Background: an optimization exercise with open tools, aiming at small area and a short achievable clock period. Do not read the settings as production practice. Only simulation tests tie the RTL to the original design; equivalence was not proved.

==> onyx: inputs <==
==> flow/design.v (excerpt) <==
module init_cmd_store #(
  parameter int                DATA_W    = 24,
  parameter int                ADDR_W    = 6,
  parameter                    INIT_FILE = "adv7611.mif",
  parameter logic [DATA_W-1:0] END_CODE  = {DATA_W{1'b1}}
) (
  input  logic              clk,
  input  logic              rst,
  input  logic              host_we,
  input  logic [ADDR_W-1:0] host_addr,
  input  logic [DATA_W-1:0] host_wdata,
  output logic [DATA_W-1:0] host_rdata,
  input  logic              start,
  input  logic [ADDR_W-1:0] start_addr,
  input  logic              abort,
  output logic              busy,
  output logic              done,
  output logic [1:0]        status,
  output logic [ADDR_W:0]   count,
  output logic              m_valid,
  output logic [DATA_W-1:0] m_data,
  input  logic              m_ready
);
==> module ram_sdp_init, before the edit <==
module ram_sdp_init #(
  parameter int DATA_W    = 24,
  parameter int ADDR_W    = 6,
  parameter     INIT_FILE = "adv7611.mif"
) (
  input  logic              clk,
  input  logic              rst,
  input  logic              a_we_i,
  input  logic [ADDR_W-1:0] a_addr_i,
  input  logic [DATA_W-1:0] a_wdata_i,
  output logic [DATA_W-1:0] a_rdata_o,
  input  logic              b_en_i,
  input  logic [ADDR_W-1:0] b_addr_i,
  output logic [DATA_W-1:0] b_rdata_o
);
  logic [DATA_W-1:0] mem_q [2**ADDR_W];
  logic [DATA_W-1:0] a_rdata_q;
  logic [DATA_W-1:0] b_rdata_q;
  if (INIT_FILE != "") begin : g_init_image
  end
  always_ff @(posedge clk) begin
    if (a_we_i) begin
      mem_q[a_addr_i] <= a_wdata_i;
    end
  end
  always_ff @(posedge clk) begin
    if (rst) begin
      a_rdata_q <= '0;
    end else begin
      a_rdata_q <= mem_q[a_addr_i];
    end
  end
  always_ff @(posedge clk) begin
    if (b_en_i) begin
      b_rdata_q <= mem_q[b_addr_i];
    end
  end
  assign a_rdata_o = a_rdata_q;
  assign b_rdata_o = b_rdata_q;
endmodule
==> module init_cmd_store, before the edit <==
module init_cmd_store #(
  parameter int                DATA_W    = 24,
  parameter int                ADDR_W    = 6,
  parameter                    INIT_FILE = "adv7611.mif",
  parameter logic [DATA_W-1:0] END_CODE  = {DATA_W{1'b1}}
) (
  input  logic              clk,
  input  logic              rst,
  input  logic              host_we,
  input  logic [ADDR_W-1:0] host_addr,
  input  logic [DATA_W-1:0] host_wdata,
  output logic [DATA_W-1:0] host_rdata,
  input  logic              start,
  input  logic [ADDR_W-1:0] start_addr,
  input  logic              abort,
  output logic              busy,
  output logic              done,
  output logic [1:0]        status,
  output logic [ADDR_W:0]   count,
  output logic              m_valid,
  output logic [DATA_W-1:0] m_data,
  input  logic              m_ready
);
  localparam logic [1:0] S_IDLE  = 2'd0;
  localparam logic [1:0] S_RUN   = 2'd1;
  localparam logic [1:0] S_DRAIN = 2'd2;
  logic [1:0]        state_q, state_d;
  logic [ADDR_W:0]   ptr_q, ptr_d;
  logic              infl_q, infl_d;
  logic              infl_last_q, infl_last_d;
  logic [1:0]        occ_q, occ_d;
  logic [DATA_W-1:0] slot0_q, slot0_d;
  logic [DATA_W-1:0] slot1_q, slot1_d;
  logic [ADDR_W:0]   count_q, count_d;
  init_store_pkg::status_e           status_q, status_d;
  logic              done_q, done_d;
  logic [DATA_W-1:0] rd_data;
  logic              pop, ret_valid, ret_end, push, issue;
  logic [1:0]        occ_after_pop;
  logic [2:0]        credit;
  ram_sdp_init #(
    .DATA_W   (DATA_W),
    .ADDR_W   (ADDR_W),
    .INIT_FILE(INIT_FILE)
  ) u_ram (
    .clk      (clk),
    .rst      (rst),
    .a_we_i   (host_we),
    .a_addr_i (host_addr),
    .a_wdata_i(host_wdata),
    .a_rdata_o(host_rdata),
    .b_en_i   (issue),
    .b_addr_i (ptr_q[ADDR_W-1:0]),
    .b_rdata_o(rd_data)
  );
  always_comb begin
    pop           = (occ_q != 2'd0) && m_ready;
    ret_valid     = infl_q && (state_q == S_RUN);
    ret_end       = ret_valid && (rd_data == END_CODE);
    push          = ret_valid && !ret_end;
    occ_after_pop = occ_q - {1'b0, pop};
    credit        = {1'b0, occ_q} + {2'b00, infl_q} - {2'b00, pop};
    issue         = (state_q == S_RUN) && !ptr_q[ADDR_W] && !ret_end && !abort
                    && (credit < 3'd2);
  end
  always_comb begin
    state_d     = state_q;
    ptr_d       = ptr_q;
    infl_d      = 1'b0;
    infl_last_d = 1'b0;
    occ_d       = occ_q + {1'b0, push} - {1'b0, pop};
    slot0_d     = slot0_q;
    slot1_d     = slot1_q;
    count_d     = count_q + {{ADDR_W{1'b0}}, pop};
    status_d    = status_q;
    done_d      = 1'b0;
    if (pop) begin
      slot0_d = slot1_q;
    end
    if (push) begin
      if (occ_after_pop == 2'd0) begin
        slot0_d = rd_data;
      end else begin
        slot1_d = rd_data;
      end
    end
    case (state_q)
      S_IDLE: begin
        if (start && !abort) begin
          state_d  = S_RUN;
          ptr_d    = {1'b0, start_addr};
          count_d  = '0;
          status_d = init_store_pkg::ST_NONE;
          occ_d    = 2'd0;
        end
      end
      S_RUN: begin
        infl_d      = issue;
        infl_last_d = issue && (ptr_q[ADDR_W-1:0] == {ADDR_W{1'b1}});
        if (issue) begin
          ptr_d = ptr_q + 1'b1;
        end
        if (ret_end) begin
          state_d  = S_DRAIN;
          status_d = init_store_pkg::ST_END;
        end else if (ret_valid && infl_last_q) begin
          state_d  = S_DRAIN;
          status_d = init_store_pkg::ST_RANOUT;
        end
      end
      S_DRAIN: begin
        if (occ_q == 2'd0) begin
          state_d = S_IDLE;
          done_d  = 1'b1;
        end
      end
      default: begin
        state_d = S_IDLE;
      end
    endcase
    if (abort && (state_q != S_IDLE)) begin
      state_d  = S_IDLE;
      occ_d    = 2'd0;
      infl_d   = 1'b0;
      status_d = init_store_pkg::ST_ABORT;
      done_d   = 1'b1;
    end
  end
  always_ff @(posedge clk) begin
    if (rst) begin
      state_q     <= S_IDLE;
      ptr_q       <= '0;
      infl_q      <= 1'b0;
      infl_last_q <= 1'b0;
      occ_q       <= 2'd0;
      slot0_q     <= '0;
      slot1_q     <= '0;
      count_q     <= '0;
      status_q    <= init_store_pkg::ST_NONE;
      done_q      <= 1'b0;
    end else begin
      state_q     <= state_d;
      ptr_q       <= ptr_d;
      infl_q      <= infl_d;
      infl_last_q <= infl_last_d;
      occ_q       <= occ_d;
      slot0_q     <= slot0_d;
      slot1_q     <= slot1_d;
      count_q     <= count_d;
      status_q    <= status_d;
      done_q      <= done_d;
    end
  end
  assign busy    = (state_q != S_IDLE);
  assign done    = done_q;
  assign status  = status_q;
  assign count   = count_q;
  assign m_valid = (occ_q != 2'd0);
  assign m_data  = slot0_q;
endmodule
==> flow/config.mk <==
export PLATFORM = sky130hd
export DESIGN_NAME = init_cmd_store
export DESIGN_NICKNAME = init_cmd_store
export VERILOG_FILES = /design/flow/design.v
export SDC_FILE = /design/flow/constraint.sdc
export NUM_CORES = 4
export LEC_CHECK = 0
export CAP_MARGIN = 20
export CORE_MARGIN = 2
export CORE_UTILIZATION = 40
export SLEW_MARGIN = 20
==> flow/constraint.sdc <==
create_clock -name core_clock -period 4.0 [get_ports {clk}]
set_input_delay 0.8000 -clock core_clock [delete_from_list [all_inputs] [get_ports {clk}]]
set_output_delay 0.8000 -clock core_clock [all_outputs]
set_load 0.01 [all_outputs]
run.sh (not shown) runs the stock make flow with config.mk's settings and CLKGATE_MAP_FILE= SYNTH_SCRIPT=/design/flow/synth_recipe.tcl, a recipe that flattens the netlist after the stock synthesis.
==> yarrow: changes against onyx <==
--- a/flow/design.v
+++ b/flow/design.v
@@ -18,2 +18,35 @@
 `default_nettype none
+module ram_ao3 (
+  input  logic [2:0] s,
+  input  logic [2:0] d,
+  output logic       y_n
+);
+  assign y_n = ~((s[0] & d[0]) | (s[1] & d[1]) | (s[2] & d[2]));
+endmodule
+module ram_col (
+  input  logic [63:0] s,
+  input  logic [63:0] d,
+  output logic        y
+);
+  logic [21:0] leaf_n;
+  for (genvar g = 0; g < 21; g++) begin : g_leaf
+    ram_ao3 u_ao3 (
+      .s  (s[3*g +: 3]),
+      .d  (d[3*g +: 3]),
+      .y_n(leaf_n[g])
+    );
+  end
+  assign leaf_n[21] = ~(s[63] & d[63]);
+  assign y = ~(&leaf_n);
+endmodule
+module ram_dec (
+  input  logic [5:0]  a,
+  output logic [63:0] sel
+);
+  always_comb begin
+    for (int i = 0; i < 64; i++) begin
+      sel[i] = (a == i[5:0]);
+    end
+  end
+endmodule
 module ram_sdp_init #(
@@ -29,3 +62,2 @@
   output logic [DATA_W-1:0] a_rdata_o,
-  input  logic              b_en_i,
   input  logic [ADDR_W-1:0] b_addr_i,
@@ -33,11 +65,23 @@
 );
-  logic [DATA_W-1:0] mem_q [2**ADDR_W];
+  localparam int DEPTH = 2**ADDR_W;
+  logic [DATA_W-1:0] mem_q [DEPTH];
   logic [DATA_W-1:0] a_rdata_q;
-  logic [DATA_W-1:0] b_rdata_q;
-  if (INIT_FILE != "") begin : g_init_image
-  end
-  always_ff @(posedge clk) begin
-    if (a_we_i) begin
-      mem_q[a_addr_i] <= a_wdata_i;
-    end
+  logic [DEPTH-1:0]  a_sel, b_sel;
+  logic [DEPTH-1:0]  col [DATA_W];
+  logic [DATA_W-1:0] a_rd, b_rd;
+  always_ff @(posedge clk) begin
+    for (int i = 0; i < DEPTH; i++) begin
+      if (a_we_i && (a_addr_i == i[ADDR_W-1:0])) begin
+        mem_q[i] <= a_wdata_i;
+      end
+    end
+  end
+  ram_dec u_dec_a (.a(a_addr_i), .sel(a_sel));
+  ram_dec u_dec_b (.a(b_addr_i), .sel(b_sel));
+  for (genvar b = 0; b < DATA_W; b++) begin : g_bit
+    for (genvar i = 0; i < DEPTH; i++) begin : g_row
+      assign col[b][i] = mem_q[i][b];
+    end
+    ram_col u_col_a (.s(a_sel), .d(col[b]), .y(a_rd[b]));
+    ram_col u_col_b (.s(b_sel), .d(col[b]), .y(b_rd[b]));
   end
@@ -47,8 +91,3 @@
     end else begin
-      a_rdata_q <= mem_q[a_addr_i];
-    end
-  end
-  always_ff @(posedge clk) begin
-    if (b_en_i) begin
-      b_rdata_q <= mem_q[b_addr_i];
+      a_rdata_q <= a_rd;
     end
@@ -56,3 +95,3 @@
   assign a_rdata_o = a_rdata_q;
-  assign b_rdata_o = b_rdata_q;
+  assign b_rdata_o = b_rd;
 endmodule
@@ -89,3 +128,2 @@
   logic              infl_q, infl_d;
-  logic              infl_last_q, infl_last_d;
   logic [1:0]        occ_q, occ_d;
@@ -96,5 +134,5 @@
   logic              done_q, done_d;
-  logic [DATA_W-1:0] rd_data;
-  logic              pop, ret_valid, ret_end, push, issue;
-  logic [1:0]        occ_after_pop;
+  logic [DATA_W-1:0] mem_rd, ret_word;
+  logic              pop, ret_valid, ret_end, push, issue, run;
+  logic [1:0]        occ_next;
   logic [2:0]        credit;
@@ -111,27 +149,26 @@
     .a_rdata_o(host_rdata),
-    .b_en_i   (issue),
     .b_addr_i (ptr_q[ADDR_W-1:0]),
-    .b_rdata_o(rd_data)
+    .b_rdata_o(mem_rd)
   );
   always_comb begin
-    pop           = (occ_q != 2'd0) && m_ready;
-    ret_valid     = infl_q && (state_q == S_RUN);
-    ret_end       = ret_valid && (rd_data == END_CODE);
-    push          = ret_valid && !ret_end;
-    occ_after_pop = occ_q - {1'b0, pop};
-    credit        = {1'b0, occ_q} + {2'b00, infl_q} - {2'b00, pop};
-    issue         = (state_q == S_RUN) && !ptr_q[ADDR_W] && !ret_end && !abort
-                    && (credit < 3'd2);
+    run       = (state_q == S_RUN);
+    pop       = (occ_q != 2'd0) && m_ready;
+    ret_word  = occ_q[0] ? slot1_q : slot0_q;
+    ret_valid = infl_q && run;
+    ret_end   = ret_valid && (ret_word == END_CODE);
+    push      = ret_valid && !ret_end;
+    occ_next  = occ_q + {1'b0, push} - {1'b0, pop};
+    credit    = {1'b0, occ_q} + {2'b00, infl_q} - {2'b00, pop};
+    issue     = run && !ptr_q[ADDR_W] && !ret_end && !abort && (credit < 3'd2);
   end
   always_comb begin
-    state_d     = state_q;
-    ptr_d       = ptr_q;
-    infl_d      = 1'b0;
-    infl_last_d = 1'b0;
-    occ_d       = occ_q + {1'b0, push} - {1'b0, pop};
-    slot0_d     = slot0_q;
-    slot1_d     = slot1_q;
-    count_d     = count_q + {{ADDR_W{1'b0}}, pop};
-    status_d    = status_q;
-    done_d      = 1'b0;
+    state_d  = state_q;
+    ptr_d    = ptr_q;
+    infl_d   = 1'b0;
+    occ_d    = occ_next;
+    slot0_d  = slot0_q;
+    slot1_d  = slot1_q;
+    count_d  = count_q + {{ADDR_W{1'b0}}, pop};
+    status_d = status_q;
+    done_d   = 1'b0;
     if (pop) begin
@@ -139,7 +176,7 @@
     end
-    if (push) begin
-      if (occ_after_pop == 2'd0) begin
-        slot0_d = rd_data;
+    if (issue) begin
+      if (occ_next[0]) begin
+        slot1_d = mem_rd;
       end else begin
-        slot1_d = rd_data;
+        slot0_d = mem_rd;
       end
@@ -157,4 +194,3 @@
       S_RUN: begin
-        infl_d      = issue;
-        infl_last_d = issue && (ptr_q[ADDR_W-1:0] == {ADDR_W{1'b1}});
+        infl_d = issue;
         if (issue) begin
@@ -165,3 +201,3 @@
           status_d = init_store_pkg::ST_END;
-        end else if (ret_valid && infl_last_q) begin
+        end else if (ret_valid && ptr_q[ADDR_W]) begin
           state_d  = S_DRAIN;
@@ -190,24 +226,22 @@
     if (rst) begin
-      state_q     <= S_IDLE;
-      ptr_q       <= '0;
-      infl_q      <= 1'b0;
-      infl_last_q <= 1'b0;
-      occ_q       <= 2'd0;
-      slot0_q     <= '0;
-      slot1_q     <= '0;
-      count_q     <= '0;
-      status_q    <= init_store_pkg::ST_NONE;
-      done_q      <= 1'b0;
+      state_q  <= S_IDLE;
+      ptr_q    <= '0;
+      infl_q   <= 1'b0;
+      occ_q    <= 2'd0;
+      count_q  <= '0;
+      status_q <= init_store_pkg::ST_NONE;
+      done_q   <= 1'b0;
     end else begin
-      state_q     <= state_d;
-      ptr_q       <= ptr_d;
-      infl_q      <= infl_d;
-      infl_last_q <= infl_last_d;
-      occ_q       <= occ_d;
-      slot0_q     <= slot0_d;
-      slot1_q     <= slot1_d;
-      count_q     <= count_d;
-      status_q    <= status_d;
-      done_q      <= done_d;
-    end
+      state_q  <= state_d;
+      ptr_q    <= ptr_d;
+      infl_q   <= infl_d;
+      occ_q    <= occ_d;
+      count_q  <= count_d;
+      status_q <= status_d;
+      done_q   <= done_d;
+    end
+  end
+  always_ff @(posedge clk) begin
+    slot0_q <= slot0_d;
+    slot1_q <= slot1_d;
   end
Settings changed: SYNTH_HIERARCHICAL set to 1, SYNTH_MINIMUM_KEEP_SIZE set to 0.
==> flow_summary.ini <==
[sta]
fmax_mhz = 244
setup_viol_count_final = 1
fin_ws_ns = -0.103

[status]
so_faults = negative setup slack
status = failed layout checks

[route]
drtIter0Drc = 14000

[worst_setup_path]
r2r-start = ptr_q[1]
Source of the figures above: yarrow

==> flow_summary.ini <==
[status]
status = finished clean

[worst_setup_path]
r2r-start = ptr_q[0]

[sta]
fmax_mhz = 283
setup_viol_count_final = 0
fin_ws_ns = 0.462

[route]
drtIter0Drc = 9194

[power_and_ir_drop]
power_density_nw_per_um2 = 454

[global_route]
antenna_found_initial = 23

[logic_synthesis]
synth_edf_count = 1560
Source of the figures above: onyx

static timing again, ports no longer ideal:
How much do the figures lean on ideal ports? The routed layouts below were timed once more, with nothing changed but the port constraints. Step 1: set_driving_cell puts a clkbuf_16 on clk and a buf_2 on each other input, an assumption about the parent block. Step 2, shift: input delay + t, output delay - t, t = (earliest + latest rising clock arrival at the registers) / 2. This alone moves slack from input paths to output paths. a / b / c = no drivers / after step 1 / after step 2; a / b = the first two.
run	t (ns)	setup slack, ns	hold slack, ns	clock arrival spread, ns
onyx	0.926	0.462 / 0.462 / -0.156	0.188 / 0.186 / 0.464	0.039 / 0.040
yarrow	0.899	-0.103 / -0.040 / -0.938	0.261 / 0.204 / 0.444	0.060 / 0.061
Met with ideal ports but missed after step 2: setup timing in onyx. For yarrow, which loses most, drivers alone change the setup slack by +0.063 ns; drivers and shift together by -0.835 ns.
